This design comes from an exercise in tuning for small area and a short achievable clock period on the open sky130 flow, not from production work.
Where RTL was checked, it was by simulation tests only, not by an equivalence proof against the original.
Power and IR drop assume default switching activity.

Design rdmx_control, start of the top module:
module rdmx_control (
    input  logic                        clk,
    input  logic                        resetn,
    input  logic [40:0]                 reg_wr,
    output logic                        wr_done,
    output logic [1:0]                  wr_resp,
    input  logic [8:0]                  reg_rd_req,
    output logic [34:0]                 reg_rd,
    input  logic [2:0]                  events,
    input  logic [1:0]                  overflow,
    input  logic [2:0]                  async_status,
    input  logic [514:0]                stream,
    output logic [127:0]                pci,
    output logic                        loopback,
    output logic                        pause_pci,
    output logic                        resetn_out
);
For scale: roughly 0.017 mm^2 of cells after synthesis.
==> module ctl_regs, before the edit <==
module ctl_regs (
    input  logic         clk,
    input  logic         resetn,
    input  logic [31:0]  wd,
    input  logic         w_base_h,
    input  logic         w_base_l,
    input  logic         w_size_h,
    input  logic         w_size_l,
    input  logic         w_loop,
    input  logic         w_pause,
    input  logic         w_reset,
    output logic [127:0] pci,
    output logic         loopback,
    output logic         pause_pci,
    output logic         rst_run
);
    localparam logic [9:0] LFSR_SEED = 10'h001;
    localparam logic [9:0] LFSR_LAST = 10'h3d6;
    logic [127:0] pci_q, pci_n;
    wire  [3:0]   we  = {w_base_h, w_base_l, w_size_h, w_size_l};
    genvar k;
    for (k = 0; k < 4; k++) begin : g_pci
        ld_word #(.W(32)) u_w (
            .a (we[k]),
            .b (resetn & ~we[k]),
            .d (wd),
            .q (pci_q[32*k +: 32]),
            .n (pci_n[32*k +: 32])
        );
    end
    always_ff @(posedge clk) begin
        pci_q <= pci_n | {31'd0, !resetn, 63'd0, !resetn, 32'd0};
    end
    assign pci = pci_q;
    always_ff @(posedge clk) begin
        if (!resetn)     loopback <= 1'b0;
        else if (w_loop) loopback <= wd[0];
    end
    logic [31:0] pause_count, pause_n;
    count_next #(.N(4), .ONES(1'b0)) u_pause (
        .inc(pause_pci),
        .blk({4{w_pause}}),
        .a  ({4{w_pause}}),
        .b  ({4{resetn & ~w_pause}}),
        .d  (wd),
        .q  (pause_count),
        .n  (pause_n)
    );
    always_ff @(posedge clk) begin
        pause_count <= pause_n;
        pause_pci   <= resetn && (w_pause ? (wd != 32'd0) : (pause_count[31:1] != 31'd0));
    end
    logic [9:0] rst_lfsr;
    always_ff @(posedge clk) begin
        if (w_reset) rst_lfsr <= LFSR_SEED;
        else         rst_lfsr <= {rst_lfsr[8:0], rst_lfsr[9] ^ rst_lfsr[6]};
        if (!resetn)                               rst_run <= 1'b0;
        else if (w_reset)                          rst_run <= 1'b1;
        else if (rst_run && rst_lfsr == LFSR_LAST) rst_run <= 1'b0;
    end
endmodule
==> module pd_lo, before the edit <==
module pd_lo (
    input  logic       v,
    input  logic       r,
    input  logic [1:0] x,
    output logic [3:0] y
);
    assign y = {4{v & r}} & (4'b0001 << x);
endmodule
==> module wr_dec, before the edit <==
module wr_dec (
    input  logic        resetn,
    input  logic        wv,
    input  logic [7:0]  wi,
    output logic [11:0] w
);
    logic       z76, z54, t54;
    logic [3:0] m, l;
    nor2m  u_z76 (.x(wi[7:6]), .y(z76));
    nor2m  u_z54 (.x(wi[5:4]), .y(z54));
    and2bm u_t54 (.a(wi[5]), .b_n(wi[4]), .y(t54));
    pd_mid u_m   (.x(wi[3:2]), .y(m));
    pd_lo  u_l   (.v(wv), .r(resetn), .x(wi[1:0]), .y(l));
    genvar k;
    for (k = 0; k < 10; k++) begin : g_w
        and4m u_a (.x({z76, z54, m[(k + 2) >> 2], l[(k + 2) & 3]}), .y(w[k]));
    end
    and4m u_a34 (.x({z76, t54, m[0], l[2]}), .y(w[10]));
    and4m u_a35 (.x({z76, t54, m[0], l[3]}), .y(w[11]));
endmodule
==> module rdmx_control, before the edit <==
module rdmx_control (
    input  logic                        clk,
    input  logic                        resetn,
    input  logic [40:0]                 reg_wr,
    output logic                        wr_done,
    output logic [1:0]                  wr_resp,
    input  logic [8:0]                  reg_rd_req,
    output logic [34:0]                 reg_rd,
    input  logic [2:0]                  events,
    input  logic [1:0]                  overflow,
    input  logic [2:0]                  async_status,
    input  logic [514:0]                stream,
    output logic [127:0]                pci,
    output logic                        loopback,
    output logic                        pause_pci,
    output logic                        resetn_out
);
    wire        wv = reg_wr[40];
    wire [7:0]  wi = reg_wr[39:32];
    wire [31:0] wd = reg_wr[31:0];
    logic w_good_h, w_good_l, w_bad_h, w_bad_l, w_base_h, w_base_l;
    logic w_size_h, w_size_l, w_reset, w_clear, w_loop, w_pause;
    wr_dec u_wr_dec (
        .resetn(resetn), .wv(wv), .wi(wi),
        .w({w_pause, w_loop, w_clear, w_reset, w_size_l, w_size_h,
            w_base_l, w_base_h, w_bad_l, w_bad_h, w_good_l, w_good_h})
    );
    logic wr_err;
    always_ff @(posedge clk) begin
        wr_done <= resetn && wv;
        wr_err  <= ~|{w_pause, w_loop, w_clear, w_reset, w_size_l, w_size_h,
                      w_base_l, w_base_h, w_bad_l, w_bad_h, w_good_l, w_good_h};
    end
    assign wr_resp = {wr_err, wr_err};
    logic        rst_run;
    logic [63:0] good_count, bad_count;
    logic        range_err, seq_error;
    logic [2:0]  sync_q;
    ctl_regs u_ctl_regs (
        .clk       (clk),
        .resetn    (resetn),
        .wd        (wd),
        .w_base_h  (w_base_h),
        .w_base_l  (w_base_l),
        .w_size_h  (w_size_h),
        .w_size_l  (w_size_l),
        .w_loop    (w_loop),
        .w_pause   (w_pause),
        .w_reset   (w_reset),
        .pci       (pci),
        .loopback  (loopback),
        .pause_pci (pause_pci),
        .rst_run   (rst_run)
    );
    rstn_gate u_rstn (.resetn(resetn), .run(rst_run), .y(resetn_out));
    wire clr = !resetn || rst_run || w_clear;
    event_capture u_event_capture (
        .clk          (clk),
        .clr          (clr),
        .wd           (wd),
        .w_good_h     (w_good_h),
        .w_good_l     (w_good_l),
        .w_bad_h      (w_bad_h),
        .w_bad_l      (w_bad_l),
        .events       (events),
        .async_status (async_status),
        .good_count   (good_count),
        .bad_count    (bad_count),
        .range_err    (range_err),
        .sync_q       (sync_q)
    );
    seq_check u_seq_check (
        .clk       (clk),
        .clr       (clr),
        .stream_hi (stream[514:483]),
        .beat      (stream[2] && stream[1]),
        .seq_error (seq_error)
    );
    read_mux u_read_mux (
        .clk        (clk),
        .resetn     (resetn),
        .reg_rd_req (reg_rd_req),
        .status     (sync_q),
        .errors     ({seq_error, overflow, range_err}),
        .good_count (good_count),
        .bad_count  (bad_count),
        .pci        (pci),
        .rst_run    (rst_run),
        .loopback   (loopback),
        .pause_pci  (pause_pci),
        .reg_rd     (reg_rd)
    );
endmodule
==> flow/config.mk <==
export PLATFORM = sky130hd
export DESIGN_NAME = rdmx_control
export DESIGN_NICKNAME = rdmx_control
export VERILOG_FILES = /design/flow/design.v
export SDC_FILE = /design/flow/constraint.sdc
export NUM_CORES = 4
export LEC_CHECK = 0
export CAP_MARGIN = 20
export CORE_MARGIN = 2
export CORE_UTILIZATION = 40
export CTS_BUF_LIST = sky130_fd_sc_hd__clkbuf_8
export CTS_CLUSTER_DIAMETER = 60
export CTS_CLUSTER_SIZE = 14
export SETUP_SLACK_MARGIN = 2.7
export SLEW_MARGIN = 20
export SYNTH_HIERARCHICAL = 1
export SYNTH_MINIMUM_KEEP_SIZE = 0
==> flow/constraint.sdc <==
create_clock -name core_clock -period 5.0 [get_ports {clk}]
set_input_delay 1.0000 -clock core_clock [delete_from_list [all_inputs] [get_ports {clk}]]
set_output_delay 1.0000 -clock core_clock [all_outputs]
set_load 0.01 [all_outputs]
standard.sh (not shown) runs the stock make flow with config.mk's settings and CLKGATE_MAP_FILE= SYNTH_SCRIPT=/design/flow/synth_recipe.tcl, a recipe that flattens the netlist after the stock synthesis.
==> flow/flow/run.sh <==
#!/bin/bash
# Standard layout, with every port buffered by the smallest buffer
# instead of the resizer's default pick (a delay cell on sky130hd).
set -euo pipefail
export BUFFER_PORTS_ARGS="-buffer_cell sky130_fd_sc_hd__buf_1"
bash standard.sh > standard_flow.log 2>&1
The baseline completed with no timing, DRC or antenna violations.
Next try:
--- a/flow/design.v
+++ b/flow/design.v
@@ -330,11 +330,11 @@
     logic [127:0] pci_q, pci_n;
     wire  [3:0]   we  = {w_base_h, w_base_l, w_size_h, w_size_l};
     genvar k;
     for (k = 0; k < 4; k++) begin : g_pci
         ld_word #(.W(32)) u_w (
-            .a (we[k]),
+            .a (resetn & we[k]),
             .b (resetn & ~we[k]),
             .d (wd),
             .q (pci_q[32*k +: 32]),
             .n (pci_n[32*k +: 32])
         );
@@ -349,11 +349,11 @@
     end
     logic [31:0] pause_count, pause_n;
     count_next #(.N(4), .ONES(1'b0)) u_pause (
         .inc(pause_pci),
         .blk({4{w_pause}}),
-        .a  ({4{w_pause}}),
+        .a  ({4{resetn & w_pause}}),
         .b  ({4{resetn & ~w_pause}}),
         .d  (wd),
         .q  (pause_count),
         .n  (pause_n)
     );
@@ -482,35 +482,33 @@
 );
     assign y = 4'b0001 << x;
 endmodule
 module pd_lo (
     input  logic       v,
-    input  logic       r,
     input  logic [1:0] x,
     output logic [3:0] y
 );
-    assign y = {4{v & r}} & (4'b0001 << x);
+    assign y = {4{v}} & (4'b0001 << x);
 endmodule
 module and4m (
     input  logic [3:0] x,
     output logic       y
 );
     assign y = &x;
 endmodule
 module wr_dec (
-    input  logic        resetn,
     input  logic        wv,
     input  logic [7:0]  wi,
     output logic [11:0] w
 );
     logic       z76, z54, t54;
     logic [3:0] m, l;
     nor2m  u_z76 (.x(wi[7:6]), .y(z76));
     nor2m  u_z54 (.x(wi[5:4]), .y(z54));
     and2bm u_t54 (.a(wi[5]), .b_n(wi[4]), .y(t54));
     pd_mid u_m   (.x(wi[3:2]), .y(m));
-    pd_lo  u_l   (.v(wv), .r(resetn), .x(wi[1:0]), .y(l));
+    pd_lo  u_l   (.v(wv), .x(wi[1:0]), .y(l));
     genvar k;
     for (k = 0; k < 10; k++) begin : g_w
         and4m u_a (.x({z76, z54, m[(k + 2) >> 2], l[(k + 2) & 3]}), .y(w[k]));
     end
     and4m u_a34 (.x({z76, t54, m[0], l[2]}), .y(w[10]));
@@ -544,11 +542,11 @@
     wire [7:0]  wi = reg_wr[39:32];
     wire [31:0] wd = reg_wr[31:0];
     logic w_good_h, w_good_l, w_bad_h, w_bad_l, w_base_h, w_base_l;
     logic w_size_h, w_size_l, w_reset, w_clear, w_loop, w_pause;
     wr_dec u_wr_dec (
-        .resetn(resetn), .wv(wv), .wi(wi),
+        .wv(wv), .wi(wi),
         .w({w_pause, w_loop, w_clear, w_reset, w_size_l, w_size_h,
             w_base_l, w_base_h, w_bad_l, w_bad_h, w_good_l, w_good_h})
     );
     logic wr_err;
     always_ff @(posedge clk) begin
After rerunning: The new run finished with timing, DRC and antenna clean. Wire length goes down by 5.2%. Register-to-register slack is about the same. Global-route usage is lower by 0.42 points. Cell area goes down by 0.84%. Power is higher by 6.6%. Non-clock buffer count came out lower by 19. Utilization goes down by 0.40 points. Maximum frequency went down by 2.8%. Clock-buffer cell count goes up by 1. Cell count drops by 0.43%. Critical path depth does not change. Combinational power rose by about 20%. Die area is about the same. Synthesized area is about the same.
No functional check of the RTL was part of the second run of this note.

## afterwards: timing with drivers on the ports
In the flow no input, the clock included, has a driving cell. The finished layouts below were timed again as built, in two steps.
Step 1, drivers: a clkbuf_16 drives clk and a buf_2 each remaining input, both assumed.
Step 2 also shifts input and output timing later by t, the mid clock arrival at the registers, as if the neighbouring blocks saw the same clock.
Slacks: ideal ports / drivers / drivers and shift; pairs: ideal ports / drivers.
run | shift t [ns] | setup slack, ns | worst slew at a driven data input, ns
the first run | 0.655 | 2.649 / 2.600 / 2.087 | 0.07
the second run | 0.672 | 2.581 / 2.530 / 1.947 | 0.09
After both steps every run listed still meets setup and hold. The setup slack of the second run, which loses most, moves by -0.051 ns with the drivers and by -0.634 ns with both steps.
